Source: an optimization exercise on an open RTL-to-GDS flow (aim: small area and few clock cycles per item). Production flows keep margins and buffers that such runs may drop. Where RTL was checked, it was by simulation tests only, not by an equivalence proof against the original. Function not checked in runs 2 to 5: the RTL went through the layout flow alone. Power figures rest on the tool's default switching activity, not on a simulated workload.

## flow/constraint.sdc

```tcl
create_clock -name core_clock -period 6.0 [get_ports {i_clk}]
set_input_delay 1.2000 -clock core_clock [delete_from_list [all_inputs] [get_ports {i_clk}]]
set_output_delay 1.2000 -clock core_clock [all_outputs]
set_load 0.01 [all_outputs]
```

## flow/design.v

```verilog
package fp_add_pkg;
    localparam int EXP_W = 8;
    localparam int MAN_W = 23;
    localparam int FP_W  = 1 + EXP_W + MAN_W;
    localparam int SIG_W = MAN_W + 1;           
    typedef logic [FP_W-1:0] fp_word_t;
    typedef logic [EXP_W-1:0] exp_t;
    typedef logic [SIG_W-1:0] sig_t;
    typedef logic [SIG_W:0] sum_t;              
    typedef logic [$clog2(SIG_W + 1)-1:0] lz_t;
    localparam exp_t EXP_MAX = '1;              
endpackage
module fp_unpack_align (
    input  fp_add_pkg::fp_word_t i_fp1,
    input  fp_add_pkg::fp_word_t i_fp2,
    output logic                 o_sign,
    output fp_add_pkg::exp_t     o_exp,
    output fp_add_pkg::sum_t     o_sum
);
    logic                         fp1_sign;
    fp_add_pkg::exp_t             fp1_exp;
    fp_add_pkg::sig_t             fp1_sig;
    logic                         fp2_sign;
    fp_add_pkg::exp_t             fp2_exp;
    fp_add_pkg::sig_t             fp2_sig;
    logic                         fp1_big;
    fp_add_pkg::exp_t             big_exp;
    fp_add_pkg::exp_t             small_exp;
    fp_add_pkg::exp_t             exp_diff;
    fp_add_pkg::sig_t             big_sig;
    fp_add_pkg::sig_t             small_sig;
    fp_add_pkg::sig_t             small_aligned;
    assign fp1_sign = i_fp1[fp_add_pkg::FP_W-1];
    assign fp1_exp  = i_fp1[fp_add_pkg::FP_W-2 -: fp_add_pkg::EXP_W];
    assign fp2_sign = i_fp2[fp_add_pkg::FP_W-1];
    assign fp2_exp  = i_fp2[fp_add_pkg::FP_W-2 -: fp_add_pkg::EXP_W];
    assign fp1_sig = {(fp1_exp != '0), i_fp1[fp_add_pkg::MAN_W-1:0] & {fp_add_pkg::MAN_W{fp1_exp != '0}}};
    assign fp2_sig = {(fp2_exp != '0), i_fp2[fp_add_pkg::MAN_W-1:0] & {fp_add_pkg::MAN_W{fp2_exp != '0}}};
    assign fp1_big = (i_fp1[fp_add_pkg::FP_W-2:0] >= i_fp2[fp_add_pkg::FP_W-2:0]);
    assign big_exp   = fp1_big ? fp1_exp : fp2_exp;
    assign small_exp = fp1_big ? fp2_exp : fp1_exp;
    assign big_sig   = fp1_big ? fp1_sig : fp2_sig;
    assign small_sig = fp1_big ? fp2_sig : fp1_sig;
    assign exp_diff      = big_exp - small_exp;
    assign small_aligned = small_sig >> exp_diff;    
    assign o_sign = fp1_big ? fp1_sign : fp2_sign;
    assign o_exp  = big_exp;                         
    assign o_sum  = (fp1_sign == fp2_sign) ? ({1'b0, big_sig} + {1'b0, small_aligned})
                                           : ({1'b0, big_sig} - {1'b0, small_aligned});
endmodule
module fp_mag_add (
    input  logic             i_clk,
    input  logic             i_rst_n,
    input  logic             i_valid,
    input  logic             i_sign,
    input  fp_add_pkg::exp_t i_exp,
    input  fp_add_pkg::sum_t i_sum,
    input  logic             i_move,
    output logic             o_valid,
    output logic             o_sign,
    output fp_add_pkg::exp_t o_exp,
    output fp_add_pkg::sum_t o_sum
);
    always_ff @(posedge i_clk or negedge i_rst_n) begin
        if (!i_rst_n) begin
            o_valid <= 1'b0;
        end else begin
            o_valid <= i_valid | (o_valid & ~i_move);
        end
    end
    always_ff @(posedge i_clk) begin
        if (i_valid) begin
            o_sign <= i_sign;
            o_exp  <= i_exp;
            o_sum  <= i_sum;
        end
    end
endmodule
module fp_normalize (
    input  logic                 i_sign,
    input  fp_add_pkg::exp_t     i_exp,
    input  fp_add_pkg::sum_t     i_sum,
    output fp_add_pkg::fp_word_t o_fp
);
    localparam int SW = fp_add_pkg::SIG_W + 1;    
    logic [SW-1:0] v16, v8, v4, v2, v1;
    logic [4:0]    lz;
    logic [9:0]    e;                             
    always_comb begin
        lz[4] = (i_sum[SW-1 -: 16] == '0);
        v16   = lz[4] ? {i_sum[SW-17:0], 16'b0} : i_sum;
        lz[3] = (v16[SW-1 -: 8] == '0);
        v8    = lz[3] ? {v16[SW-9:0], 8'b0} : v16;
        lz[2] = (v8[SW-1 -: 4] == '0);
        v4    = lz[2] ? {v8[SW-5:0], 4'b0} : v8;
        lz[1] = (v4[SW-1 -: 2] == '0);
        v2    = lz[1] ? {v4[SW-3:0], 2'b0} : v4;
        lz[0] = ~v2[SW-1];
        v1    = lz[0] ? {v2[SW-2:0], 1'b0} : v2;
    end
    assign e = {2'b00, i_exp} + 10'd1 - {5'b0, lz};
    always_comb begin
        if (i_exp == fp_add_pkg::EXP_MAX) begin
            o_fp = {1'b0, fp_add_pkg::EXP_MAX, {fp_add_pkg::MAN_W{1'b0}}};    
        end else if (~v1[SW-1] || e[9] || (e == '0)) begin
            o_fp = '0;                                                        
        end else if (e[8:0] >= 9'd255) begin
            o_fp = {i_sign, fp_add_pkg::EXP_MAX, {fp_add_pkg::MAN_W{1'b0}}};  
        end else begin
            o_fp = {i_sign, e[7:0], v1[SW-2:1]};
        end
    end
endmodule
module fp_out_credit #(
    parameter int DEPTH        = 7,
    parameter int DOWN_CREDITS = 4
) (
    input  logic                 i_clk,
    input  logic                 i_rst_n,
    input  logic                 i_wr_valid,
    input  fp_add_pkg::fp_word_t i_wr_data,
    input  logic                 i_credit,
    output logic                 o_full,
    output logic                 o_pop,
    output logic                 o_valid,
    output fp_add_pkg::fp_word_t o_fp,
    output logic                 o_in_credit
);
    localparam int CNT_W = $clog2(DEPTH + 1);
    localparam int CRD_W = $clog2(DOWN_CREDITS + 1);
    fp_add_pkg::fp_word_t mem [DEPTH];
    logic [CNT_W-1:0] count;
    logic [CRD_W-1:0] down_credit;
    logic [CNT_W-1:0] head;
    assign head        = count - 1'b1;
    assign o_full      = (count == CNT_W'(DEPTH));
    assign o_pop       = (count != '0) && (down_credit != '0);
    assign o_valid     = o_pop;
    assign o_fp        = mem[head];
    assign o_in_credit = o_pop;
    always_ff @(posedge i_clk) begin
        if (i_wr_valid) begin
            mem[0] <= i_wr_data;
            for (int i = 1; i < DEPTH; i++) begin
                mem[i] <= mem[i-1];
            end
        end
    end
    always_ff @(posedge i_clk or negedge i_rst_n) begin
        if (!i_rst_n) begin
            count <= '0;
        end else begin
            case ({i_wr_valid, o_pop})
                2'b10:   count <= count + 1'b1;
                2'b01:   count <= count - 1'b1;
                default: count <= count;
            endcase
        end
    end
    always_ff @(posedge i_clk or negedge i_rst_n) begin
        if (!i_rst_n) begin
            down_credit <= CRD_W'(DOWN_CREDITS);
        end else begin
            case ({i_credit, o_pop})
                2'b10:   down_credit <= down_credit + 1'b1;
                2'b01:   down_credit <= down_credit - 1'b1;
                default: down_credit <= down_credit;
            endcase
        end
    end
endmodule
module fp_add_top #(
    parameter int OUT_DEPTH    = 7,      
    parameter int DOWN_CREDITS = 4
) (
    input  logic                 i_clk,
    input  logic                 i_rst_n,
    input  logic                 i_valid,
    input  fp_add_pkg::fp_word_t i_fp1,
    input  fp_add_pkg::fp_word_t i_fp2,
    input  logic                 i_credit,
    output logic                 o_in_credit,
    output logic                 o_valid,
    output fp_add_pkg::fp_word_t o_fp
);
    logic                 a_sign;
    fp_add_pkg::exp_t     a_exp;
    fp_add_pkg::sum_t     a_sum;
    logic                 s_valid;
    logic                 s_sign;
    fp_add_pkg::exp_t     s_exp;
    fp_add_pkg::sum_t     s_sum;
    logic                 s_move;
    fp_add_pkg::fp_word_t n_fp;
    logic                 buf_full;
    logic                 buf_pop;
    assign s_move = s_valid & (~buf_full | buf_pop);
    fp_unpack_align fp_unpack_align_inst (
        .i_fp1  (i_fp1),
        .i_fp2  (i_fp2),
        .o_sign (a_sign),
        .o_exp  (a_exp),
        .o_sum  (a_sum)
    );
    fp_mag_add fp_mag_add_inst (
        .i_clk   (i_clk),
        .i_rst_n (i_rst_n),
        .i_valid (i_valid),
        .i_sign  (a_sign),
        .i_exp   (a_exp),
        .i_sum   (a_sum),
        .i_move  (s_move),
        .o_valid (s_valid),
        .o_sign  (s_sign),
        .o_exp   (s_exp),
        .o_sum   (s_sum)
    );
    fp_normalize fp_normalize_inst (
        .i_sign (s_sign),
        .i_exp  (s_exp),
        .i_sum  (s_sum),
        .o_fp   (n_fp)
    );
    fp_out_credit #(
        .DEPTH        (OUT_DEPTH),
        .DOWN_CREDITS (DOWN_CREDITS)
    ) fp_out_credit_inst (
        .i_clk       (i_clk),
        .i_rst_n     (i_rst_n),
        .i_wr_valid  (s_move),
        .i_wr_data   (n_fp),
        .i_credit    (i_credit),
        .o_full      (buf_full),
        .o_pop       (buf_pop),
        .o_valid     (o_valid),
        .o_fp        (o_fp),
        .o_in_credit (o_in_credit)
    );
endmodule
```

## flow/config.mk

```make
export PLATFORM = sky130hd
export DESIGN_NAME = fp_add_top
export DESIGN_NICKNAME = fp_add_top
export VERILOG_FILES = /design/flow/design.v
export SDC_FILE = /design/flow/constraint.sdc
export NUM_CORES = 4
export LEC_CHECK = 0
export CAP_MARGIN = 20
export CORE_MARGIN = 2
export CORE_UTILIZATION = 40
export SLEW_MARGIN = 20
```

## flow/run.sh

```bash
#!/bin/bash
# synth_recipe.tcl (not shown) runs the flow's synth.tcl, then flattens the netlist and writes it again
# the make line also repeats each setting of config.mk as NAME=value (left out here)
make -C /OpenROAD-flow-scripts/flow DESIGN_CONFIG=/design/flow/config.mk WORK_HOME=/design/flow/orfs CLKGATE_MAP_FILE= SYNTH_SCRIPT=/design/flow/synth_recipe.tcl finish
```

==> notes.md, run 1 <==
status complete, but fails checks; SO Faults negative setup slack; Port Buffers between 100 and 150; IO Count approximately 100; setup slack after layout -1.44 ns; CP max FO 7; initial antenna violation count 0; Post-DP HPWL approximately 38 mm; clock sinks ~270; Fin Clk Skew roughly 0.018 ns; Clock Tree Root clkbuf_16; Yosys warnings 4; RSZ-0062 raised after global routing true; Leak 9.14 nW; EDFF count, synth roughly 260; # rows 75; largest net degree at the start of global routing 162; highest clock rate ~0.13 GHz; Final Setup Violations 20; critical path data arrival time 7.73 ns; drc violations 0; clock buffer count from CTS 26; post-layout util 54.4%; first-pass GRT wire length a little over 80 mm; most used cell, CP a21oi_2; latest clock arrival within the worst-skew pair approximately 0.53 ns; Via density 5.75; Worst Tran Pin Value approximately 0.9 ns; Power, Total 11.1 mW; die area 0.0441 mm^2; critical path required time approximately 6.3 ns; synth unique cells 110; die height between 200 and 250 um; GRT Util Overall 23.3%; dominant cell type by area after synthesis edfxtp_1; vias ~15000; Mapped Nets between 1500 and 2000; core area around 0.042 mm^2; prevailing post-synth register cell edfxtp_1; worst hold slack 0.436 ns; register area share after synthesis between 40% and 50%; gpl congestion between 0.9 and 1; CP max-delay cell mux4_2; Area Growth Syn to Fin 34.2%; placed cell count approximately 2500; DR WL/cell about 20 um; H-tree depth 1; period utilization 124%; Initial DRT Pass Iterations 7; crit path launch type input port; Max Slew Vio Count 0; Final Hold Viols 0; Worst-path clk slew approximately 0.060 ns; most common cell after layout, fill and taps aside buf_4; final WL ~52 mm; Initial Util about two fifths; worst min path class reg -> reg; Die X 210 um; share of cells above drive strength 1 between 30% and 40%; async set-reset flop share out of synthesis approximately 2.6%; Max Cap Viol 0; cells taking the most area after synthesis edfxtp_1 46%, ha_1 5.2%, nor2_1 2.9%; number of global-route vias before repair 14785; area share of the largest cell type after synthesis 45.6%; Peak VDD IR between 200 and 300 uV; clk buf depth 3; Inserted Diodes 0; fin nets around 2100; initial DRC count ~1100; CP endpoint kind flop; most frequent cells in the layout 377 x buf_4, 258 x edfxtp_1, 125 x nor2_1; DP Worst Slack -2.76 ns; PwrDens about 490 mW/mm^2; Period minus WS final 7.44 ns; Gate Count Post-Synth 1585; CP Class in -> reg; Final ANT Viol Nets 0; CTS tree yes; post-synthesis cell area roughly 0.017 mm^2; max_slew headroom about two fifths; final std cells w/o fill between 2000 and 3000; post-synthesis register bit count 265; total gr overflow 0; Synth Area per Inst ~11 um^2; CP peak stage delay approximately 0.49 ns
==> area by class of cell <==
cell class | instances | area [um^2]
timing repair buffer | 484 | 3810
clock inverter | 11 | 146
clock buffer | 35 | 704
tap | 539 | 674
fill | 3678 | 19100
multi-input combinational | 1162 | 9280
sequential | 265 | 7920
inverter | 63 | 274
==> worst max-delay path, delay by kind of cell <==
kind                     cells  cell delay (ns)
XOR/XNOR                     2             0.28
adder cells (fa/ha/maj)      4             0.97
multiplexers                 3             1.23
AO/OA/AOI/OAI               17             2.84
buffers and inverters        3             0.58
AND/OR/NAND/NOR              4             0.61
==> cell usage after synthesis, drive strengths merged, types with 18 or more instances <==
master / instances
nand2: 127
a22o: 49
buf: 30
and3: 18
xnor2: 45
inv: 60
o21ai: 75
a221oi: 32
nor2: 136
clkbuf: 65
xor2: 18
a21o: 18
a211oi: 23
a22oi: 31
nor3: 28
ha: 71
mux2i: 47
a31oi: 52
nand3: 38
mux2: 30
edfxtp: 258
a21oi: 82
==> state kept, by name, indices dropped and copies added (netlist names) <==
signal                          cells
fp_mag_add_inst.o_sum              25
fp_out_credit_inst.down_credit      3
fp_out_credit_inst.mem            224
fp_out_credit_inst.count            3
fp_mag_add_inst.o_exp               8
fp_mag_add_inst.o_valid             1
fp_mag_add_inst.o_sign              1
==> power by group <==
| part | internal [mW] | total, mW | switching [mW] | leakage, nW |
|---|---|---|---|---|
| Clock | 0.953 | 1.63 | 0.673 | 0.404 |
| Combinational | 2.91 | 6.21 | 3.30 | 6.13 |
| Sequential | 2.89 | 3.25 | 0.359 | 2.61 |
| Total | 6.76 | 11.1 | 4.33 | 9.14 |
==> stage by stage <==
| step | setup TNS, ns | instance area [um^2] |
|---|---|---|
| 4_1_cts | -19.12 | 22600 |
| 6_report | -19.25 | 22800 |
| 3_3_place_gp | -46.08 | 21300 |
| 5_1_grt | -25.32 | 22800 |
| 2_1_floorplan | -32.78 | 17400 |
| 3_5_place_dp | -47.53 | 21300 |
==> worst paths after layout <==
check	end	depth (start not counted)	startpoint	slack, ns
max	fp_mag_add_inst.o_sum[24]	33	i_fp1[23]	-1.44
min	fp_out_credit_inst.mem[6][14]	0	fp_out_credit_inst.mem[5][14]	0.44
max reg2reg	fp_out_credit_inst.mem[0][14]	26	fp_mag_add_inst.o_sum[21]	0.40
min reg2reg	fp_out_credit_inst.mem[6][14]	0	fp_out_credit_inst.mem[5][14]	0.44
max in group asynchronous	fp_out_credit_inst.down_credit[2]	1	i_rst_n	4.78
min in group asynchronous	fp_out_credit_inst.down_credit[0]	1	i_rst_n	0.93
==> cell families (layout without fill, tap and decap cells) <==
logic type,count (synthesis),count (layout),synth area share (%)
AOI/OAI and AO/OA,489,489,21.2
xor gates and xnor gates,63,63,3.25
and+or+nand+nor,444,444,12.7
adders and majority gates,74,74,5.58
DFF,265,265,46.6
buffers and inverters,158,593,3.88
muxes,92,92,6.77
==> per-layer routing <==
layer / track usage (%) / vias to the layer above / wire length (um)
li1: - / 7001 / -
met1: 30.9 / 7127 / 22600
met2: 39.5 / 489 / 24700
met3: 1.95 / 102 / 2460
met4: 9.27 / 0 / 2120
met5: 0 / - / 0
==> timing repair <==
action,in CTS,in global routing
hold buffers,0,0
pin swaps,75,30
endpoints found under the setup margin,24,54
resized for setup,249,43
buffers inserted,56,11
Testbench counts, summed over its fixed seeds: cycles 8,016, items 8,000.
==> run 2: changes to the inputs <==
--- a/flow/design.v
+++ b/flow/design.v
@@ -19,2 +19,3 @@
 );
+    localparam int SW = fp_add_pkg::SIG_W + 1;    
     logic                         fp1_sign;
@@ -25,9 +26,16 @@
     fp_add_pkg::sig_t             fp2_sig;
-    logic                         fp1_big;
-    fp_add_pkg::exp_t             big_exp;
-    fp_add_pkg::exp_t             small_exp;
+    logic [fp_add_pkg::EXP_W:0]   d12;            
+    fp_add_pkg::exp_t             d21;
+    logic                         e1_ge;          
+    logic                         e_eq;
+    logic                         m2_gt;          
+    logic                         swap;           
+    logic                         sub;
     fp_add_pkg::exp_t             exp_diff;
-    fp_add_pkg::sig_t             big_sig;
-    fp_add_pkg::sig_t             small_sig;
-    fp_add_pkg::sig_t             small_aligned;
+    fp_add_pkg::sig_t             x_sig;          
+    fp_add_pkg::sig_t             y_sig;
+    fp_add_pkg::sig_t             y_aligned;
+    logic [SW-1:0]                pa, pb;
+    logic [SW-1:0]                p, g, c;
+    logic                         cin;
     assign fp1_sign = i_fp1[fp_add_pkg::FP_W-1];
@@ -38,13 +46,36 @@
     assign fp2_sig = {(fp2_exp != '0), i_fp2[fp_add_pkg::MAN_W-1:0] & {fp_add_pkg::MAN_W{fp2_exp != '0}}};
-    assign fp1_big = (i_fp1[fp_add_pkg::FP_W-2:0] >= i_fp2[fp_add_pkg::FP_W-2:0]);
-    assign big_exp   = fp1_big ? fp1_exp : fp2_exp;
-    assign small_exp = fp1_big ? fp2_exp : fp1_exp;
-    assign big_sig   = fp1_big ? fp1_sig : fp2_sig;
-    assign small_sig = fp1_big ? fp2_sig : fp1_sig;
-    assign exp_diff      = big_exp - small_exp;
-    assign small_aligned = small_sig >> exp_diff;    
-    assign o_sign = fp1_big ? fp1_sign : fp2_sign;
-    assign o_exp  = big_exp;                         
-    assign o_sum  = (fp1_sign == fp2_sign) ? ({1'b0, big_sig} + {1'b0, small_aligned})
-                                           : ({1'b0, big_sig} - {1'b0, small_aligned});
+    assign d12      = {1'b0, fp1_exp} - {1'b0, fp2_exp};
+    assign d21      = fp2_exp - fp1_exp;
+    assign e1_ge    = ~d12[fp_add_pkg::EXP_W];
+    assign e_eq     = (fp1_exp == fp2_exp);
+    assign exp_diff = e1_ge ? d12[fp_add_pkg::EXP_W-1:0] : d21;
+    assign x_sig     = e1_ge ? fp1_sig : fp2_sig;
+    assign y_sig     = e1_ge ? fp2_sig : fp1_sig;
+    assign y_aligned = y_sig >> exp_diff;          
+    assign m2_gt = (i_fp2[fp_add_pkg::MAN_W-1:0] > i_fp1[fp_add_pkg::MAN_W-1:0]);
+    assign swap  = e_eq & m2_gt;
+    assign sub   = (fp1_sign != fp2_sign);
+    assign pa  = {1'b0, x_sig};
+    assign pb  = {1'b0, y_aligned} ^ {SW{sub}};
+    assign cin = sub & ~swap;
+    always_comb begin
+        logic [SW-1:0] gg, pp;
+        p  = pa ^ pb;
+        gg = pa & pb;
+        pp = p;
+        gg[0] = gg[0] | (pp[0] & cin);
+        for (int l = 0; (1 << l) < SW; l++) begin
+            for (int i = 0; i < SW; i++) begin
+                if ((i >> l) & 1) begin
+                    gg[i] = gg[i] | (pp[i] & gg[((i >> l) << l) - 1]);
+                    pp[i] = pp[i] & pp[((i >> l) << l) - 1];
+                end
+            end
+        end
+        g = gg;
+        c = {g[SW-2:0], cin};
+    end
+    assign o_sum  = (p ^ c) ^ {SW{sub & swap}};
+    assign o_sign = (e1_ge & ~swap) ? fp1_sign : fp2_sign;
+    assign o_exp  = e1_ge ? fp1_exp : fp2_exp;     
 endmodule
==> run 2 against run 1 <==
Now clean on timing, DRC and antenna; hold slack gained 0.0041 ns; utilization shrank 2.4 points; non-clock buffer count shrank 97; combinational power shrank 23%; wire length shrank 17%; setup slack gained 1.5 ns; design area shrank 7.4%; sequential power shrank 5%; count of clock-buffer cells in the layout shrank 2; sequential share of layout area grew 2.8 points; total power shrank 15%; critical endpoint is now fp_mag_add_inst.o_sum[17]; largest power group unchanged; highest routed layer unchanged.
==> notes.md, run 2 <==
number of global-route vias before repair 12986 (-12%); critical path required time 6.28 ns (about the same); worst r2r path cells 22 (-15%); final std cells w/o fill 2363 (-7.7%); CTS tree yes; # rows 74 (-1.3%); Synth Area per Inst 11.1 um^2 (+3.1%); Final Setup Violations 0 (-100%); biggest regs fp_out_credit_inst.mem x224, fp_mag_add_inst.o_sum x25, fp_mag_add_inst.o_exp x8; first-pass GRT wire length 69.0 mm (-15%); register area share after synthesis 48.3% (+1.7 points); critical path data arrival time 6.19 ns (-1.54 ns); prevailing post-synth register cell edfxtp_1; CP max FO 6 (-1); fin nets 1965 (-8.3%); crit path launch type input port; worst hold slack 0.440 ns (+0.00407 ns); drc violations 0 (unchanged); initial DRC count 876 (-22%); Leak 8.30 nW (-9.2%); total gr overflow 0 (unchanged); CP endpoint kind flop; synth unique cells 83 (-25%); Clock Tree Root clkbuf_16; XOR/XNOR Fraction of Synth Area 5.13% (+1.9 points); Peak VDD IR 248 uV (-5.9%); Fin Clk Skew 0.0199 ns (+0.00235 ns); Final ANT Viol Nets 0 (unchanged); Gate Count Post-Synth 1483 (-6.4%); core area 0.0406 mm^2 (-3.1%); DR WL/cell 18.3 um (-9.8%); count leader, synth edfxtp_1; dominant cell type by area after synthesis edfxtp_1; highest clock rate 0.169 GHz (+26%); largest family of logic cells by synthesized area compound AO/OA/AOI/OAI gates; Synth Area in Adders 6.98% (+1.4 points); Worst-path clk slew 0.06 ns (about the same); Via density 5.43 (-5.6%); share of cells above drive strength 1 26.9% (-6.9 points); compound-gate portion of the synthesized area 16.3% (-4.9 points); Initial DRT Pass Iterations 6 (-1); Simple-Gate Fraction of Synth Area 11.6% (-1.1 points); Final Hold Viols 0 (unchanged); die area 0.0426 mm^2 (-3.5%); Port Buffers 101 (unchanged); placed cell count 2293 (-7.5%); clock buffer count from CTS 26 (unchanged); clock sinks 265 (unchanged); Max Cap Viol 0 (unchanged); Area after DPL 0.0198 mm^2 (-6.7%); latest clock arrival within the worst-skew pair 0.55 ns (+0.02 ns); die height 206 um (-1.7%); Worst Tran Pin Value 1.03 ns (+0.131 ns); largest net degree at the start of global routing 172 (+6.2%); Fill cells 3628 (-1.4%); Yosys warnings 5 (+1); CP Class in -> reg; area share of the largest cell type after synthesis 47.3% (+1.7 points); DP Worst Slack -1.13 ns (+1.63 ns); Die X 206 um (-1.7%); status complete, no violations; RSZ-0062 raised after global routing true; PwrDens 448 mW/mm^2 (-7.9%); most frequent cells in the layout 275 x buf_4, 258 x edfxtp_1, 145 x nand2_1; period utilization 98.5% (-26 points); GRT Util Overall 20.3% (-3.0 points); Mapped Nets 1637 (-5.2%); gpl congestion 0.940 (-2.3%); top cells by count, synth 258 x edfxtp_1, 147 x nand2_1, 112 x nor2_1; H-tree depth 1 (unchanged); setup slack after layout 0.0882 ns (+1.53 ns); async set-reset flop share out of synthesis 2.64% (unchanged); Max Slew Vio Count 0 (unchanged); initial antenna violation count 0 (unchanged); vias 12834 (-13%); fin area 0.0211 mm^2 (-7.4%); Initial Util 40.3% (-0.18 points); max_slew headroom 31.5% (-8.8 points); mux contribution to synthesized area 7.55% (+0.78 points); EDFF count, synth 258 (unchanged); most common cell after layout, fill and taps aside buf_4; worst min path class reg -> reg; clk buf depth 3 (unchanged); Inserted Diodes 0 (unchanged); post-synthesis cell area 0.0164 mm^2 (-3.5%); Period minus WS final 5.91 ns (-1.53 ns); Power, Total 9.46 mW (-15%); Area Growth Syn to Fin 28.9%; post-synthesis register bit count 265 (unchanged); hold path cells 0 (unchanged); cells taking the most area after synthesis edfxtp_1 47%, ha_1 5.9%, xnor2_1 3.8%; IO Count 102 (unchanged); Post-DP HPWL 32.0 mm (-15%); final WL 43.2 mm (-17%); max reg flops 224 (unchanged); Biggest register fp_out_credit_inst.mem
run 2: cell types whose count changed after synthesis, sizes merged, moves of 10 or more:
cell	previous run	this run
nor3	28	15
nand2	127	149
a31oi	52	42
clkbuf	65	49
or3	13	0
a21oi	82	69
mux2i	47	37
and3	18	6
a22o	49	22
xnor2	45	71
nor2	136	113
and2	11	26
run 2: path summary, 6_finish.rpt:
check / slack (ns) / to / startpoint
worst min-delay path: 0.44 / fp_out_credit_inst.mem[2][24] / fp_out_credit_inst.mem[1][24]
worst max register to register: 0.56 / fp_out_credit_inst.mem[0][21] / fp_mag_add_inst.o_sum[10]
max in group asynchronous: 4.77 / fp_out_credit_inst.down_credit[2] / i_rst_n
worst min register to register: 0.44 / fp_out_credit_inst.mem[2][24] / fp_out_credit_inst.mem[1][24]
worst max-delay path: 0.09 / fp_mag_add_inst.o_sum[17] / i_fp1[29]
min in group asynchronous: 0.93 / fp_out_credit_inst.count[1] / i_rst_n
run 2: per-layer routing:
layer  global-route usage, %  share of wire [%]  vias up
li1                        -                  -     6261
met1                    27.2                 45     6142
met2                    34.9                 48      365
met3                    1.94                4.5       66
met4                    5.48                2.2        0
met5                       0                  0        -
run 2: where the power goes:
| group | switching [mW] | internal [mW] |
|---|---|---|
| Combinational | 2.50 | 2.30 |
| Clock | 0.682 | 0.870 |
| Sequential | 0.329 | 2.77 |
| Total | 3.52 | 5.94 |
run 2: through the flow:
step,utilization [%],setup TNS [ns]
after global placement,48.8,-15.90
final,52.0,0
after CTS,51.7,0
after detailed placement,48.8,-17.32
after global routing,52.0,-0.814
after floorplan,-,-0.723
run 2: repair_timing:
action / CTS / global route
hold buffers: 0 / 0
gates cloned: 1 / 0
endpoints found under the setup margin: 17 / 16
hold endpoints to repair: 0 / 0
gates resized for setup: 65 / 53
pin swaps: 30 / 41
setup buffers: 15 / 8
run 2: logic make-up after synthesis:
family                     count (synthesis)
xor gates and xnor gates                  96
AOI/OAI and AO/OA                        386
buffers and inverters                    153
muxes                                     93
and+or+nand+nor                          404
DFF                                      265
adders and majority gates                 86
run 2: critical path, cell delays in order:
cell	delay, ns
dlygate4sd2_1	0.25
inv_2	0.08
ha_4	0.22
and4_4	0.17
o21a_1	0.14
nor2_4	0.20
buf_12	0.16
buf_6	0.09
mux4_2	0.49
buf_4	0.15
buf_4	0.12
mux2_2	0.31
nand2_1	0.08
nand3_1	0.09
a21oi_2	0.13
o21a_1	0.13
xnor2_1	0.08
ha_1	0.32
a21o_1	0.19
a21o_1	0.15
a21o_1	0.16
a21oi_2	0.12
buf_4	0.13
a31oi_4	0.10
a21bo_4	0.24
fa_2	0.35
xor2_2	0.19
xnor2_1	0.12
run 2: cell type report:
| class | count | area (um^2) | area share [%] |
|---|---|---|---|
| inverters | 66 | 260 | 1.23 |
| well taps | 532 | 666 | 3.15 |
| flip-flops and latches | 265 | 7920 | 37.5 |
| multi-input cells | 1065 | 8260 | 39.1 |
| repair buffers | 387 | 3200 | 15.2 |
| clock buffers | 33 | 697 | 3.30 |
| clock inverters | 15 | 120 | 0.568 |
==> run 3: changes to the inputs <==
--- a/flow/design.v
+++ b/flow/design.v
@@ -44,4 +44,4 @@
     assign fp2_exp  = i_fp2[fp_add_pkg::FP_W-2 -: fp_add_pkg::EXP_W];
-    assign fp1_sig = {(fp1_exp != '0), i_fp1[fp_add_pkg::MAN_W-1:0] & {fp_add_pkg::MAN_W{fp1_exp != '0}}};
-    assign fp2_sig = {(fp2_exp != '0), i_fp2[fp_add_pkg::MAN_W-1:0] & {fp_add_pkg::MAN_W{fp2_exp != '0}}};
+    assign fp1_sig = {(fp1_exp != '0), i_fp1[fp_add_pkg::MAN_W-1:0]};
+    assign fp2_sig = {(fp2_exp != '0), i_fp2[fp_add_pkg::MAN_W-1:0]};
     assign d12      = {1'b0, fp1_exp} - {1'b0, fp2_exp};
@@ -53,5 +53,6 @@
     assign y_sig     = e1_ge ? fp2_sig : fp1_sig;
-    assign y_aligned = y_sig >> exp_diff;          
+    assign y_aligned = (~y_sig[fp_add_pkg::SIG_W-1] || (exp_diff >= 8'(fp_add_pkg::SIG_W))) ? '0
+                     : (y_sig >> exp_diff[4:0]);    
     assign m2_gt = (i_fp2[fp_add_pkg::MAN_W-1:0] > i_fp1[fp_add_pkg::MAN_W-1:0]);
-    assign swap  = e_eq & m2_gt;
+    assign swap  = e_eq & m2_gt & fp1_sig[fp_add_pkg::SIG_W-1];
     assign sub   = (fp1_sign != fp2_sign);
==> run 3 against run 2 <==
Critical path depth shrank 3; final cell count shrank 4.3%; combinational power shrank 5.6%; hold slack gained 0.00052 ns; via count shrank 2.0%; design area shrank 2.3%; sequential cell count is the same; wire length grew 0.39%; maximum frequency grew 0.24%; global-route usage grew 0.38 points; non-clock buffer count shrank 33; setup slack gained 0.014 ns; critical path type unchanged; largest cell class unchanged; largest power group unchanged.
==> notes.md, run 3 <==
highest clock rate 0.170 GHz (+0.24%); RSZ-0062 raised after global routing true; max_slew headroom 21.3% (-10 points); core area 0.0398 mm^2 (-2.0%); prevailing post-synth register cell edfxtp_1; register area share after synthesis 49.0% (+0.68 points); Fill cells 3486 (-3.9%); Leak 7.92 nW (-4.5%); Yosys warnings 5 (unchanged); die height 205 um (-0.68%); latest clock arrival within the worst-skew pair 0.55 ns (about the same); post-synthesis cell area 0.0162 mm^2 (-1.4%); Max Slew Vio Count 0 (unchanged); area of the multi-input gates 0.00793 mm^2 (-4.1%); Simple-Gate Fraction of Synth Area 10.5% (-1.1 points); Power, Total 9.35 mW (-1.2%); CP max FO 3 (-3); GRT Util Overall 20.6% (+0.38 points); Final ANT Viol Nets 0 (unchanged); Seq pwr share 33.2% (+0.4 points); worst min path class reg -> reg; clock sinks 265 (unchanged); synth unique cells 82 (-1.2%); Die X 205 um (-0.68%); first-pass GRT wire length 69.2 mm (+0.30%); Area after DPL 0.0195 mm^2 (-1.9%); R2R Path End fp_out_credit_inst.mem[0][24]; setup slack after layout 0.102 ns (+0.0141 ns); H-tree depth 1 (unchanged); fin area 0.0206 mm^2 (-2.3%); count leader, synth edfxtp_1; Min-Delay Endpoint fp_out_credit_inst.mem[2][20]; IO Count 102 (unchanged); area share of the largest cell type after synthesis 47.9% (+0.67 points); total gr overflow 0 (unchanged); Psw 3.44 mW (-2.2%); reg2reg start fp_mag_add_inst.o_sum[21]; drc violations 0 (unchanged); Post-DP HPWL 32.3 mm (+0.79%); DR WL/cell 19.2 um (+4.9%); switching share of power 36.8% (-0.38 points); min-delay src fp_out_credit_inst.mem[1][20]; CP Class in -> reg; async set-reset flop share out of synthesis 2.64% (unchanged); Mapped Nets 1562 (-4.6%); crit path launch type input port; most frequent cells in the layout 258 x edfxtp_1, 245 x buf_4, 96 x nor2_1; WL met3 1.87 mm (-4.8%); hold path cells 0 (unchanged); mux contribution to synthesized area 8.67% (+1.1 points); critical path required time 6.26 ns (-0.02 ns); cells taking the most area after synthesis edfxtp_1 48%, ha_1 6.0%, xnor2_1 3.7%; Final Hold Viols 0 (unchanged); Initial Util 40.6% (+0.26 points); number of global-route vias before repair 12565 (-3.2%); CP endpoint kind flop; vias 12578 (-2.0%); Initial DRT Pass Iterations 7 (+1); DP Worst Slack -1.14 ns (-0.0150 ns); Worst Tran Pin Value 1.18 ns (+0.152 ns); CTS tree yes; Peak VDD IR 451 uV (+82%); PwrDens 453 mW/mm^2 (+1.1%); Synth Area per Inst 11.5 um^2 (+3.9%); final WL 43.4 mm (+0.39%); combinational share of power 48.6% (-2.2 points); share of cells above drive strength 1 25.3% (-1.6 points); biggest regs fp_out_credit_inst.mem x224, fp_mag_add_inst.o_sum x25, fp_mag_add_inst.o_exp x8; setup slack, reg-to-reg 0.40 ns (-0.16 ns); largest net degree at the start of global routing 204 (+19%); DRT met1 WL 19.4 mm (+0.11%); period utilization 98.3% (-0.23 points); XOR/XNOR Fraction of Synth Area 4.77% (-0.36 points); most common cell after layout, fill and taps aside edfxtp_1; CTS Hold Bufs 0 (unchanged); Biggest register fp_out_credit_inst.mem; Inserted Diodes 0 (unchanged); internal power 5.91 mW (-0.59%); worst r2r path cells 20 (-9.1%); final std cells w/o fill 2261 (-4.3%); Clock Tree Root clkbuf_16; Port Buffers 101 (unchanged); placed cell count 2196 (-4.2%); post-synthesis register bit count 265 (unchanged); compound-gate portion of the synthesized area 16.2% (-0.13 points); Final Setup Violations 0 (unchanged); max reg flops 224 (unchanged); Worst-path clk slew 0.06 ns (about the same); initial DRC count 1028 (+17%); die area 0.0420 mm^2 (-1.4%); storage element area 0.00792 mm^2 (unchanged); Via density 5.56 (+2.4%); fin nets 1868 (-4.9%); Area Growth Syn to Fin 27.7%; clk buf depth 3 (unchanged); Fin Clk Skew 0.0218 ns (+0.00198 ns); Max Cap Viol 0 (unchanged); gpl congestion 0.933 (-0.74%); dominant cell type by area after synthesis edfxtp_1; Gate Count Post-Synth 1408 (-5.1%); largest family of logic cells by synthesized area compound AO/OA/AOI/OAI gates; critical path data arrival time 6.16 ns (-0.03 ns); status complete, no violations; top sig layer met4; EDFF count, synth 258 (unchanged); clock network power share 18.2% (+1.8 points); # rows 73 (-1.4%); Period minus WS final 5.90 ns (-0.0141 ns); Synth Area in Adders 7.07% (+0.098 points); top cells by count, synth 258 x edfxtp_1, 97 x nor2_1, 96 x nand2_1; met2 WL 20.9 mm (-0.30%); clock buffer count from CTS 28 (+7.7%); initial antenna violation count 0 (unchanged)
-- run 3: cell types whose count changed after synthesis, sizes merged, moves of 8 or more --
cell / before / now
nand2b: 4 / 12
nor3: 15 / 25
nor2: 113 / 99
nand2: 149 / 98
o21ai: 79 / 59
nand3: 38 / 27
and2: 26 / 18
mux2i: 37 / 53
buf: 38 / 24
-- run 3: final cells by class --
class	instances	share of cell area, %
inverters	71	1.35
clock inverters	18	0.915
clock buffers	34	3.50
flip-flops and latches	265	38.4
repair buffers	354	14.3
multi-input cells	994	38.4
well taps	525	3.18
-- run 3: cells by family (layout without fill, tap and decap cells) --
kind of cell / Yosys count / after routing
fa+ha+maj: 86 / 86
simple gates: 345 / 345
buf+inv: 149 / 477
mux: 108 / 108
flops: 265 / 265
xor+xnor: 88 / 88
compound gates: 367 / 367
-- run 3: repair_timing --
action	4_1_cts	5_1_grt
setup endpoints to repair	15	42
buffers inserted	5	10
pin swaps	28	29
hold endpoints to repair	0	0
resized for setup	63	34
-- run 3: routing by layer --
| metal | vias to the layer above | track usage [%] |
|---|---|---|
| met5 | - | 0 |
| met4 | 0 | 6.24 |
| met3 | 70 | 2.15 |
| met2 | 319 | 34.7 |
| met1 | 6162 | 28.2 |
| li1 | 6027 | - |
-- run 3: worst max path at each step --
stage	start	to	slack, ns	cells past startpoint
6_report	i_fp1[23]	fp_mag_add_inst.o_sum[17]	0.10	25
5_1_grt	i_fp1[23]	fp_mag_add_inst.o_sum[17]	-0.12	25
4_1_cts	i_fp1[23]	fp_mag_add_inst.o_sum[17]	-0.13	25
3_5_place_dp	i_fp1[23]	fp_mag_add_inst.o_sum[17]	-1.14	25
3_3_place_gp	i_fp1[23]	fp_mag_add_inst.o_sum[17]	-1.05	25
2_1_floorplan	i_fp1[23]	fp_mag_add_inst.o_sum[17]	-0.33	25
-- run 3: stage by stage --
stage	hold slack, ns	util (%)	TNS [ns]
2_1_floorplan	0.420	-	-1.06
3_3_place_gp	0.427	48.9	-15.27
3_5_place_dp	0.432	48.9	-16.37
4_1_cts	0.434	51.4	-0.251
5_1_grt	0.454	51.8	-0.293
6_report	0.441	51.8	0
-- run 3: worst max-delay path: stages --
cell,delay (ns)
buf_12,0.09
inv_12,0.03
ha_4,0.15
fa_2,0.35
and3b_2,0.31
o21ai_4,0.07
nand2_2,0.08
mux2_4,0.31
or4_4,0.53
a2111oi_4,0.37
a21boi_2,0.24
xnor2_1,0.13
ha_1,0.27
a21oi_2,0.14
fa_2,0.23
nor2b_1,0.05
o21a_1,0.19
o21ai_2,0.15
a21oi_2,0.08
a221o_1,0.34
a31oi_2,0.19
inv_2,0.06
fa_2,0.35
xnor2_2,0.14
xnor2_1,0.12
-- run 3: power by group through the flow --
stage          clock [mW]  combinational (mW)  sequential [mW]
3_3_place_gp            0                4.44             3.11
2_1_floorplan           0                2.62             2.99
6_report             1.70                4.54             3.10
4_1_cts              1.74                4.52             3.10
5_1_grt              1.82                4.96             3.16
3_5_place_dp            0                4.48             3.13
==> run 4: changes to the inputs <==
--- a/flow/config.mk
+++ b/flow/config.mk
@@ -7,2 +7,3 @@
 export LEC_CHECK = 0
+export ABC_AREA = 1
 export CAP_MARGIN = 20
==> run 4 against run 3 <==
Global-route usage rose by 0.29 points; critical path depth rose by 11; combinational power fell by 0.9%; maximum frequency rose by 4.5%; die area rose by 3.2%; largest cell class is now registers.
==> notes.md, run 4 <==
PwrDens 434 mW/mm^2 (-4.1%); top cells by count, synth 523 x nand2_1, 258 x edfxtp_1, 222 x nand3_1; worst min path class reg -> reg; Die X 208 um (+1.6%); Final ANT Viol Nets 0 (unchanged); core area 0.0410 mm^2 (+3.0%); worst hold slack 0.443 ns (+0.00251 ns); RSZ-0062 raised after global routing false; vias 14081 (+12%); internal power 5.45 mW (-7.8%); most used cell, CP nand2_1; Leak 9.19 nW (+16%); clk buf depth 3 (unchanged); GRT met1 Usage 26.6% (-1.6 points); GRT Util Overall 20.9% (+0.29 points); share of cells above drive strength 1 17.9% (-7.4 points); H-tree depth 1 (unchanged); most frequent cells in the layout 514 x nand2_1, 258 x edfxtp_1, 217 x nand3_1; CTS tree yes; critical path required time 6.25 ns (about the same); status complete, no violations; Area Growth Syn to Fin 25.1%; most common cell after layout, fill and taps aside nand2_1; final WL 45.9 mm (+5.9%); Initial Util 40.7% (+0.088 points); switching share of power 39.9% (+3.1 points); max_slew headroom 36.0% (+15 points); Worst Tran Pin Value 0.958 ns (-0.222 ns); CP max-delay cell fa_1; Worst-path clk slew 0.06 ns (about the same); combinational share of power 49.7% (+1.1 points); Psw 3.62 mW (+5.2%); Mapped Nets 2062 (+32%); Period minus WS final 5.64 ns (-0.256 ns); Synth Area per Inst 8.75 um^2 (-24%); total gr overflow 0 (unchanged); Clock Tree Root clkbuf_16; placed cell count 2651 (+21%); clock network power share 17.9% (-0.3 points); fin area 0.0209 mm^2 (+1.1%); dominant cell type by area after synthesis edfxtp_1; synth unique cells 57 (-30%); met3 Use GR 1.81% (-0.34 points); die height 208 um (+1.6%); Gate Count Post-Synth 1908 (+36%); setup slack after layout 0.358 ns (+0.256 ns); Final Setup Violations 0 (unchanged); max reg flops 224 (unchanged); highest clock rate 0.177 GHz (+4.5%); latest clock arrival within the worst-skew pair 0.54 ns (about the same); Seq pwr share 32.4% (-0.8 points); die area 0.0434 mm^2 (+3.2%); Final Hold Viols 0 (unchanged); critical path data arrival time 5.89 ns (-0.27 ns); first-pass GRT wire length 73.5 mm (+6.1%); final std cells w/o fill 2722 (+20%); CP Class in -> reg; DR WL/cell 16.9 um (-12%); Power, Total 9.06 mW (-3.0%); crit path launch type input port; Max Cap Viol 0 (unchanged); register area share after synthesis 47.5% (-1.5 points); biggest regs fp_out_credit_inst.mem x224, fp_mag_add_inst.o_sum x25, fp_mag_add_inst.o_exp x8; Via density 5.17 (-7.0%); async set-reset flop share out of synthesis 2.64% (unchanged); Port Buffers 101 (unchanged); Biggest register fp_out_credit_inst.mem; fin nets 2322 (+24%); CP max FO 12 (+9); Area after DPL 0.0195 mm^2 (+0.27%); gr busiest metal met2; Max Slew Vio Count 0 (unchanged); DP Worst Slack -0.682 ns (+0.458 ns); CP endpoint kind flop; drc violations 0 (unchanged); Initial DRT Pass Iterations 5 (-2); post-synthesis cell area 0.0167 mm^2 (+3.2%); prevailing post-synth register cell edfxtp_1; period utilization 94.0% (-4.3 points); M2 GR Usage 37.2% (+2.6 points); cells taking the most area after synthesis edfxtp_1 46%, nand2_1 12%, nand3_1 6.7%; initial antenna violation count 1 (+1); count leader, synth nand2_1; largest net degree at the start of global routing 148 (-27%); post-layout util 50.9% (-0.96 points); post-route setup TNS 0 ns (unchanged); Fin Clk Skew 0.0204 ns (-0.00142 ns); gpl congestion 0.950 (+1.9%); # rows 74 (+1.4%); Peak VDD IR 237 uV (-47%); IO Count 102 (unchanged); Post-DP HPWL 34.1 mm (+5.5%); area share of the largest cell type after synthesis 46.4% (-1.5 points); initial DRC count 910 (-11%); number of global-route vias before repair 14013 (+12%); clock buffer count from CTS 29 (+3.6%); clock sinks 265 (unchanged); Yosys warnings 5 (unchanged); post-synthesis register bit count 265 (unchanged); EDFF count, synth 258 (unchanged); CP peak stage delay 0.43 ns (-0.10 ns)
run 4: cell count changes in the layout (fill, tap and decap cells not counted), moves of 32 or more:
cell	before	now
inv_1	61	188
nand3_1	27	217
a31oi_1	41	3
xor2_1	20	55
mux2i_1	49	2
o21ai_0	50	93
nand2_1	95	514
buf_4	245	199
mux2_2	32	0
xnor2_1	65	18
run 4: power by group through the flow:
| stage | registers [mW] | clock network, mW | logic [mW] |
|---|---|---|---|
| finish | 2.93 | 1.63 | 4.50 |
| global route | 2.99 | 1.74 | 4.97 |
| CTS | 2.94 | 1.66 | 4.49 |
| detailed placement | 2.97 | 0 | 4.44 |
| global placement | 2.94 | 0 | 4.41 |
| floorplan | 2.89 | 0 | 2.62 |
run 4: cell type report:
class | instances | area (um^2)
fillers | 3834 | 20100
well taps | 532 | 666
multi-input cells | 1351 | 7870
clock buffers | 41 | 811
repair buffers | 311 | 2740
diodes | 1 | 2.50
inverters | 210 | 797
flip-flops and latches | 265 | 7920
clock inverters | 11 | 60.1
run 4: worst paths after layout:
path | from | to | slack [ns] | cells past startpoint
worst max-delay path | i_fp2[23] | fp_mag_add_inst.o_sum[16] | 0.36 | 36
worst min-delay path | fp_out_credit_inst.mem[4][14] | fp_out_credit_inst.mem[5][14] | 0.44 | 0
worst max register to register | fp_mag_add_inst.o_sum[15] | fp_out_credit_inst.mem[0][17] | 0.70 | 25
worst min register to register | fp_out_credit_inst.mem[4][14] | fp_out_credit_inst.mem[5][14] | 0.44 | 0
max in group asynchronous | i_rst_n | fp_out_credit_inst.down_credit[2] | 4.79 | 1
min in group asynchronous | i_rst_n | fp_out_credit_inst.down_credit[1] | 0.92 | 1
run 4: critical path: cells and delay by family:
kind	cells	cell delay (ns)
fa+ha+maj	5	1.58
simple gates	20	1.74
compound gates	6	0.84
buf+inv	4	0.39
xor+xnor	1	0.17
run 4: cell families after synthesis:
| group | synth area share, % |
|---|---|
| multiplexers | 0.120 |
| flip-flops | 47.5 |
| AO/OA/AOI/OAI | 9.92 |
| buffers and inverters | 7.23 |
| XOR/XNOR | 3.88 |
| adder cells (fa/ha/maj) | 6.85 |
| AND/OR/NAND/NOR | 24.5 |
run 4: timing repair:
| action | in CTS | in global routing |
|---|---|---|
| setup buffers | 7 | 9 |
| gates resized for setup | 21 | 73 |
| cloned | 1 | 1 |
| pin swaps | 13 | 25 |
| hold buffers | 0 | 0 |
| setup endpoints to repair | 6 | 17 |
| endpoints found under the hold margin | 0 | 0 |
run 4: metal layers:
metal	wire length (um)	vias up
met5	0	-
met4	1600	0
met3	1850	67
met2	22600	370
met1	19900	6625
li1	-	7019
==> run 5: changes to the inputs <==
--- a/flow/design.v
+++ b/flow/design.v
@@ -160,14 +160,18 @@
 );
-    localparam int CNT_W = $clog2(DEPTH + 1);
     localparam int CRD_W = $clog2(DOWN_CREDITS + 1);
     fp_add_pkg::fp_word_t mem [DEPTH];
-    logic [CNT_W-1:0] count;
+    logic [DEPTH-1:0] fill;
+    logic [DEPTH-1:0] head;
     logic [CRD_W-1:0] down_credit;
-    logic [CNT_W-1:0] head;
-    assign head        = count - 1'b1;
-    assign o_full      = (count == CNT_W'(DEPTH));
-    assign o_pop       = (count != '0) && (down_credit != '0);
+    assign head        = fill & ~{1'b0, fill[DEPTH-1:1]};
+    assign o_full      = fill[DEPTH-1];
+    assign o_pop       = fill[0] && (down_credit != '0);
     assign o_valid     = o_pop;
-    assign o_fp        = mem[head];
     assign o_in_credit = o_pop;
+    always_comb begin
+        o_fp = '0;
+        for (int k = 0; k < DEPTH; k++) begin
+            o_fp = o_fp | (mem[k] & {fp_add_pkg::FP_W{head[k]}});
+        end
+    end
     always_ff @(posedge i_clk) begin
@@ -182,8 +186,8 @@
         if (!i_rst_n) begin
-            count <= '0;
+            fill <= '0;
         end else begin
             case ({i_wr_valid, o_pop})
-                2'b10:   count <= count + 1'b1;
-                2'b01:   count <= count - 1'b1;
-                default: count <= count;
+                2'b10:   fill <= {fill[DEPTH-2:0], 1'b1};
+                2'b01:   fill <= {1'b0, fill[DEPTH-1:1]};
+                default: fill <= fill;
             endcase
--- a/flow/config.mk
+++ b/flow/config.mk
@@ -7,3 +7,2 @@
 export LEC_CHECK = 0
-export ABC_AREA = 1
 export CAP_MARGIN = 20
@@ -11,2 +10,3 @@
 export CORE_UTILIZATION = 40
+export GPL_TIMING_DRIVEN = 0
 export SLEW_MARGIN = 20
==> run 5 against run 4 <==
The layout now fails its checks (negative setup slack); sequential share of layout area grew 3.1 points; wire length shrank 4.8%; register-to-register slack lost 0.39 ns; hold slack lost 0.0013 ns; total power shrank 4.1%; critical path depth shrank 11; die area shrank 3.9%; global-route usage is essentially flat; critical endpoint unchanged; largest cell class unchanged.
==> notes.md, run 5 <==
final WL 43.7 mm (-4.8%); total gr overflow 0 (unchanged); gpl congestion 0.921 (-3.1%); critical path required time 6.31 ns (+0.06 ns); GRT Util Overall 20.9% (-0.041 points); Biggest register fp_out_credit_inst.mem; CP max-delay cell fa_2; status complete, but fails checks; Area Growth Syn to Fin 21.9%; setup slack, reg-to-reg 0.31 ns (-0.39 ns); setup slack after layout -0.226 ns (-0.584 ns); Port Buffers 101 (unchanged); worst min path class reg -> reg; fin area 0.0195 mm^2 (-6.4%); die height 204 um (-2.0%); Die X 204 um (-2.0%); prevailing post-synth register cell edfxtp_1; initial DRC count 1069 (+17%); Fin Clk Skew 0.0182 ns (-0.00226 ns); most frequent cells in the layout 258 x edfxtp_1, 96 x nand2_1, 84 x clkdlybuf4s50_1; H-tree depth 1 (unchanged); Max Cap Viol 0 (unchanged); clk buf depth 3 (unchanged); Final ANT Viol Nets 0 (unchanged); CTS tree yes; EDFF count, synth 258 (unchanged); max_slew headroom 21.0% (-15 points); max reg flops 224 (unchanged); Inserted Diodes 0 (-1); Final Setup Violations 13 (+13); synth unique cells 81 (+42%); first-pass GRT wire length 68.0 mm (-7.4%); Synth Area per Inst 11.8 um^2 (+35%); Post-DP HPWL 32.1 mm (-5.8%); biggest regs fp_out_credit_inst.mem x224, fp_mag_add_inst.o_sum x25, fp_mag_add_inst.o_exp x8; CTS Hold Bufs 0 (unchanged); cells taking the most area after synthesis edfxtp_1 48%, ha_1 5.5%, mux4_2 4.1%; vias 12015 (-15%); CP Class in -> reg; Yosys warnings 5 (unchanged); SO Faults negative setup slack; Initial DRT Pass Iterations 8 (+3); register area share after synthesis 50.1% (+2.6 points); core area 0.0396 mm^2 (-3.4%); CP max FO 4 (-8); Peak VDD IR 251 uV (+5.9%); post-synthesis cell area 0.0160 mm^2 (-4.0%); IO Count 102 (unchanged); Max Slew Vio Count 0 (unchanged); Leak 7.23 nW (-21%); Initial Util 40.4% (-0.25 points); number of global-route vias before repair 11918 (-15%); CP endpoint kind flop; async set-reset flop share out of synthesis 4.09% (+1.4 points); dominant cell type by area after synthesis edfxtp_1; Via density 5.78 (+12%); share of cells above drive strength 1 17.8% (-0.15 points); Area after DPL 0.0178 mm^2 (-8.6%); Worst-path clk slew 0.06 ns (about the same); Period minus WS final 6.23 ns (+0.584 ns); post-synthesis register bit count 269 (+1.5%); die area 0.0417 mm^2 (-3.9%); Final Hold Viols 0 (unchanged); highest clock rate 0.161 GHz (-9.4%); period utilization 104% (+9.7 points); RSZ-0062 raised after global routing true; most used cell, CP fa_2; drc violations 0 (unchanged); top cells by count, synth 258 x edfxtp_1, 97 x nand2_1, 73 x a22oi_1; Mapped Nets 1506 (-27%); critical path data arrival time 6.54 ns (+0.65 ns); latest clock arrival within the worst-skew pair 0.58 ns (+0.04 ns); clock buffer count from CTS 30 (+3.4%); count leader, synth edfxtp_1; crit path launch type input port; most common cell after layout, fill and taps aside edfxtp_1; DR WL/cell 21.0 um (+25%); Clock Tree Root clkbuf_16; initial antenna violation count 0 (-1); clock sinks 269 (+1.5%); Worst Tran Pin Value 1.18 ns (+0.217 ns); CP peak stage delay 0.44 ns (about the same); # rows 73 (-1.4%); PwrDens 445 mW/mm^2 (+2.4%); post-layout util 49.3% (-1.6 points); fin nets 1679 (-28%); Gate Count Post-Synth 1358 (-29%); largest net degree at the start of global routing 115 (-22%); area share of the largest cell type after synthesis 48.3% (+1.9 points)
==> run 5: cell count changes in the layout (fill, tap and decap cells not counted), sizes merged, moves of 73 or more <==
cell	change
nand2	-442
nand3	-160
inv	-135
buf	-131
a22oi	+73
==> run 5: logic make-up after synthesis <==
family,after synthesis,synth area share [%]
xor+xnor,85,4.65
flops,269,50.1
compound gates,330,14.9
fa+ha+maj,80,6.67
simple gates,348,11.2
buf+inv,144,3.72
mux,102,8.76
==> run 5: worst max-delay path: cells and delay by family <==
kind            cells  cell delay, ns
fa+ha+maj           5            1.75
compound gates     11            2.24
simple gates        4            0.58
mux                 1            0.35
buf+inv             2            0.12
xor+xnor            2            0.30
==> run 5: metrics by stage <==
step | hold slack, ns | power (mW) | std cells | setup TNS [ns] | worst slack (ns)
after global routing | 0.454 | 9.22 | 2079 | -4.04 | -0.383
after floorplan | 0.425 | 5.36 | 1358 | -1.61 | -0.394
after detailed placement | 0.434 | 6.73 | 1986 | -31.93 | -1.79
after CTS | 0.443 | 8.65 | 2062 | -0.0408 | -0.0408
after global placement | 0.428 | 6.74 | 1984 | -393.92 | -1.84
final | 0.442 | 8.69 | 2079 | -1.39 | -0.226
==> run 5: cell type report <==
cell class,instances,area (um^2)
Buffer,72,367
Clock buffer,33,762
Clock inverter,22,219
Fill cell,3563,20100
Inverter,70,285
Multi-Input combinational cell,945,7860
Sequential cell,269,8020
Tap cell,525,657
Timing Repair Buffer,143,1370
==> run 5: metal layers <==
layer	part of all wire (%)	vias up	global-route usage [%]
met5	0	-	0
met4	2.6	0	5.98
met3	4.8	66	2.23
met2	48	380	35.4
met1	44	5954	28.4
li1	-	5615	-
==> run 5: path summary, 6_finish.rpt <==
path / start / to / cells past startpoint
min in group asynchronous: i_rst_n / fp_out_credit_inst.fill[4] / 1
worst max register to register: fp_mag_add_inst.o_sum[8] / fp_out_credit_inst.mem[0][18] / 22
max in group asynchronous: i_rst_n / fp_out_credit_inst.down_credit[2] / 1
worst max-delay path: i_fp1[23] / fp_mag_add_inst.o_sum[16] / 25
worst min register to register: fp_out_credit_inst.mem[1][7] / fp_out_credit_inst.mem[2][7] / 0
worst min-delay path: fp_out_credit_inst.mem[1][7] / fp_out_credit_inst.mem[2][7] / 0
==> run 5: where the power goes <==
part	total (mW)	internal [mW]	switching (mW)
combinational	3.67	1.62	2.05
clock	1.81	1.05	0.758
sequential	3.22	2.85	0.367
==> run 5: repair_timing <==
| item | 4_1_cts | 5_1_grt |
|---|---|---|
| buffers inserted | 23 | 19 |
| setup endpoints to repair | 24 | 40 |
| pin swaps | 26 | 36 |
| gates resized for setup | 109 | 51 |
==> run 6: changes to the inputs <==
--- a/flow/design.v
+++ b/flow/design.v
@@ -58,5 +58,5 @@
     assign sub   = (fp1_sign != fp2_sign);
-    assign pa  = {1'b0, x_sig};
-    assign pb  = {1'b0, y_aligned} ^ {SW{sub}};
-    assign cin = sub & ~swap;
+    assign pa  = {1'b0, x_sig} ^ {SW{sub}};
+    assign pb  = {1'b0, y_aligned};
+    assign cin = sub & swap;
     always_comb begin
@@ -78,3 +78,3 @@
     end
-    assign o_sum  = (p ^ c) ^ {SW{sub & swap}};
+    assign o_sum  = (p ^ c) ^ {SW{sub & ~swap}};
     assign o_sign = (e1_ge & ~swap) ? fp1_sign : fp2_sign;
==> run 6 against run 5 <==
Still fails the layout checks on negative setup slack; wire length down 4.0%; total power down 6.1%; count of clock-buffer cells in the layout down 4; synthesized area down 1.3%; synthesized cell count down 0.37%; highest routed layer unchanged.
==> notes.md, run 6 <==
first-pass GRT wire length 65.3 mm (-4.0%); DR WL/cell 20.2 um (-4.1%); number of global-route vias before repair 11909 (-0.076%); CP endpoint kind flop; Mapped Nets 1501 (-0.33%); Clock Tree Root clkbuf_16; vias 11725 (-2.4%); Peak VDD IR 234 uV (-6.5%); top cells by count, synth 258 x edfxtp_1, 108 x mux2i_1, 104 x nand2_1; gpl congestion 0.903 (-2.0%); synth unique cells 87 (+7.4%); setup slack after layout -0.152 ns (+0.0736 ns); Port Buffers 101 (unchanged); Via density 5.63 (-2.6%); async set-reset flop share out of synthesis 4.09% (unchanged); register area share after synthesis 50.7% (+0.67 points); critical path data arrival time 6.44 ns (-0.10 ns); status complete, but fails checks; final WL 42.0 mm (-4.0%); dominant cell type by area after synthesis edfxtp_1; crit path launch type input port; Period minus WS final 6.15 ns (-0.0736 ns); area of the multi-input gates 0.00775 mm^2 (-1.3%); Die X 203 um (-0.65%); max reg flops 224 (unchanged); total gr overflow 0 (unchanged); EDFF count, synth 258 (unchanged); prevailing post-synth register cell edfxtp_1; clk buf depth 3 (unchanged); placed cell count 1975 (-0.55%); cells taking the most area after synthesis edfxtp_1 49%, mux2i_1 6.8%, ha_1 5.6%; CTS tree yes; fin nets 1690 (+0.66%); GRT Util Overall 20.0% (-0.89 points); worst min path class reg -> reg; initial antenna violation count 0 (unchanged); PwrDens 417 mW/mm^2 (-6.4%); most frequent cells in the layout 258 x edfxtp_1, 104 x nand2_1, 90 x mux2i_1; die height 203 um (-0.65%); Initial DRT Pass Iterations 5 (-3); Initial Util 40.7% (+0.30 points); Simple-Gate Fraction of Synth Area 10.4% (-0.83 points); most common cell after layout, fill and taps aside edfxtp_1; Post-DP HPWL 30.6 mm (-4.5%); CP Class in -> reg; Power, Total 8.16 mW (-6.1%); share of cells above drive strength 1 18.4% (+0.59 points); SO Faults negative setup slack; fin area 0.0196 mm^2 (+0.26%); Final Setup Violations 9 (-4); worst hold slack 0.431 ns (-0.0107 ns); Leak 7.46 nW (+3.1%); max_slew headroom 44.6% (+24 points); mux contribution to synthesized area 8.52% (-0.24 points); critical path required time 6.29 ns (-0.02 ns); DP Worst Slack -1.95 ns (-0.154 ns); IO Count 102 (unchanged); Max Cap Viol 0 (unchanged); area share of the largest cell type after synthesis 49.0% (+0.65 points); Yosys warnings 5 (unchanged); largest family of logic cells by synthesized area compound AO/OA/AOI/OAI gates; latest clock arrival within the worst-skew pair 0.56 ns (-0.02 ns); Worst Tran Pin Value 0.831 ns (-0.345 ns); Worst-path clk slew 0.06 ns (about the same); Final ANT Viol Nets 0 (unchanged); # rows 72 (-1.4%); biggest regs fp_out_credit_inst.mem x224, fp_mag_add_inst.o_sum x25, fp_mag_add_inst.o_exp x8; largest net degree at the start of global routing 82 (-29%); XOR/XNOR Fraction of Synth Area 4.91% (+0.27 points); storage element area 0.00802 mm^2 (unchanged); Area Growth Syn to Fin 23.9%; clock buffer count from CTS 28 (-6.7%); Synth Area per Inst 11.7 um^2 (-0.96%); final std cells w/o fill 2082 (+0.14%); Synth Area in Adders 6.76% (+0.090 points); post-synthesis register bit count 269 (unchanged); Max Slew Vio Count 0 (unchanged); highest clock rate 0.163 GHz (+1.2%); CP max FO 5 (+1); clock sinks 269 (unchanged); CTS Hold Bufs 0 (unchanged); RSZ-0062 raised after global routing true; drc violations 0 (unchanged); Area after DPL 0.0176 mm^2 (-1.1%); Inserted Diodes 0 (unchanged); post-synthesis cell area 0.0158 mm^2 (-1.3%); H-tree depth 1 (unchanged); Biggest register fp_out_credit_inst.mem; Gate Count Post-Synth 1353 (-0.37%); Fin Clk Skew 0.0324 ns (+0.0142 ns); Fill cells 3487 (-2.1%); period utilization 103% (-1.2 points); core area 0.0388 mm^2 (-2.1%); initial DRC count 878 (-18%); die area 0.0411 mm^2 (-1.3%); Final Hold Viols 0 (unchanged); count leader, synth edfxtp_1; compound-gate portion of the synthesized area 14.9% (-0.068 points)
## run 6: changes by cell type in the layout (fill, tap and decap cells not counted), sizes merged, moves of 8 or more
cell   before  now
a21oi      48   67
buf        79  101
o21ai      68   49
nand2      98  106
nand3      67   44
mux4       29    7
mux2i      60  108
inv        73   61
nor2       62   72
nor3       24   34
## run 6: per-layer routing
layer / vias up / wire length [um] / GRT usage (%)
li1: 5545 / - / -
met1: 5783 / 17900 / 25.8
met2: 309 / 20700 / 35.0
met3: 88 / 1850 / 2.15
met4: 0 / 1510 / 7.09
met5: - / 0 / 0
## run 6: layout make-up
type	instances	area share (%)
repair buffers	162	7.84
well taps	518	3.31
clock inverters	23	1.26
plain buffers	73	2.18
inverters	60	1.28
multi-input cells	948	39.6
flip-flops and latches	269	41.0
clock buffers	29	3.60
## run 6: per-stage QoR
step	utilization (%)	TNS, ns
after global routing	50.4	-2.97
after floorplan	-	-2.95
after CTS	49.4	-0.0440
final	50.4	-0.653
after global placement	45.2	-415.60
after detailed placement	45.4	-37.71
## run 6: critical path, stage by stage
cell and delay [ns]:
buf_12 0.10, inv_12 0.03, ha_4 0.15, fa_2 0.38, nand3b_1 0.24, a21oi_4 0.19, or2_1 0.13, buf_6 0.13
buf_4 0.13, mux2_2 0.38, a21oi_2 0.19, mux2i_2 0.31, mux2i_4 0.13, nand3_4 0.10, a21oi_2 0.04, ha_1 0.32
a31o_4 0.25, fa_2 0.39, a211oi_4 0.29, o21ai_2 0.09, a311oi_2 0.32, o21a_2 0.24, buf_6 0.12, fa_2 0.43
xor2_1 0.16
## run 6: logic make-up (layout without fill, tap and decap cells)
family | Yosys count | after routing
adders and majority gates | 80 | 80
buffers and inverters | 136 | 347
and+or+nand+nor | 333 | 333
xor gates and xnor gates | 87 | 87
AOI/OAI and AO/OA | 324 | 324
muxes | 124 | 124
DFF | 269 | 269
## run 6: power by group
part	internal, mW	switching [mW]	total (mW)
registers	2.73	0.321	3.05
logic	1.48	1.86	3.33
clock network	1.07	0.707	1.77
total	5.27	2.89	8.16
## run 6: what timing repair did
| action | CTS | global route |
|---|---|---|
| pin swaps | 25 | 30 |
| resized for setup | 112 | 72 |
| setup endpoints to repair | 26 | 44 |
| cloned | 0 | 2 |
| setup buffers | 42 | 16 |
## run 6: worst paths after layout
check / start / endpoint / slack [ns] / cells past startpoint
max: i_fp1[23] / fp_mag_add_inst.o_sum[16] / -0.15 / 25
min: fp_out_credit_inst.mem[1][2] / fp_out_credit_inst.mem[2][2] / 0.43 / 0
max reg2reg: fp_mag_add_inst.o_sum[15] / fp_out_credit_inst.mem[0][19] / 0.35 / 23
min reg2reg: fp_out_credit_inst.mem[1][2] / fp_out_credit_inst.mem[2][2] / 0.43 / 0
max in group asynchronous: i_rst_n / fp_out_credit_inst.down_credit[2] / 4.60 / 1
min in group asynchronous: i_rst_n / fp_out_credit_inst.fill[0] / 1.03 / 1
Testbench counts of run 6, summed over its fixed seeds: cycles 8,016, items 8,000.

-- separate check: timing with driven ports --
The results above use ideal ports. As a check the final layouts listed here were re-extracted and re-timed, cells and wires unchanged.
Step 1 assumes that a clkbuf_16 drives the clock port and a buf_2 every other input.
Step 2, shift: input delay + t, output delay - t, t = (earliest + latest rising clock arrival at the registers) / 2. This alone moves slack from input paths to output paths.
a / b / c = ideal / step 1 / step 2; a / b = the first two.
run	shift t [ns]	slack for setup (ns)	hold slack, ns	clock arrival spread, ns
run 1	0.577	-1.443 / -1.447 / -2.024	0.436 / 0.436 / 0.436	0.020 / 0.021
run 2	0.587	0.088 / 0.087 / -0.500	0.440 / 0.440 / 0.440	0.021 / 0.020
run 3	0.590	0.102 / 0.092 / -0.498	0.441 / 0.441 / 0.441	0.022 / 0.022
run 4	0.582	0.358 / 0.383 / -0.199	0.443 / 0.443 / 0.443	0.020 / 0.020
run 5	0.623	-0.226 / -0.238 / -0.861	0.442 / 0.442 / 0.442	0.020 / 0.020
run 6	0.593	-0.152 / -0.171 / -0.764	0.431 / 0.431 / 0.431	0.033 / 0.033
With both steps, setup timing fails in run 2, run 3 and run 4, where it was met with ideal ports. The setup slack of run 5, which loses most, moves by -0.012 ns with the drivers and by -0.635 ns with both steps.
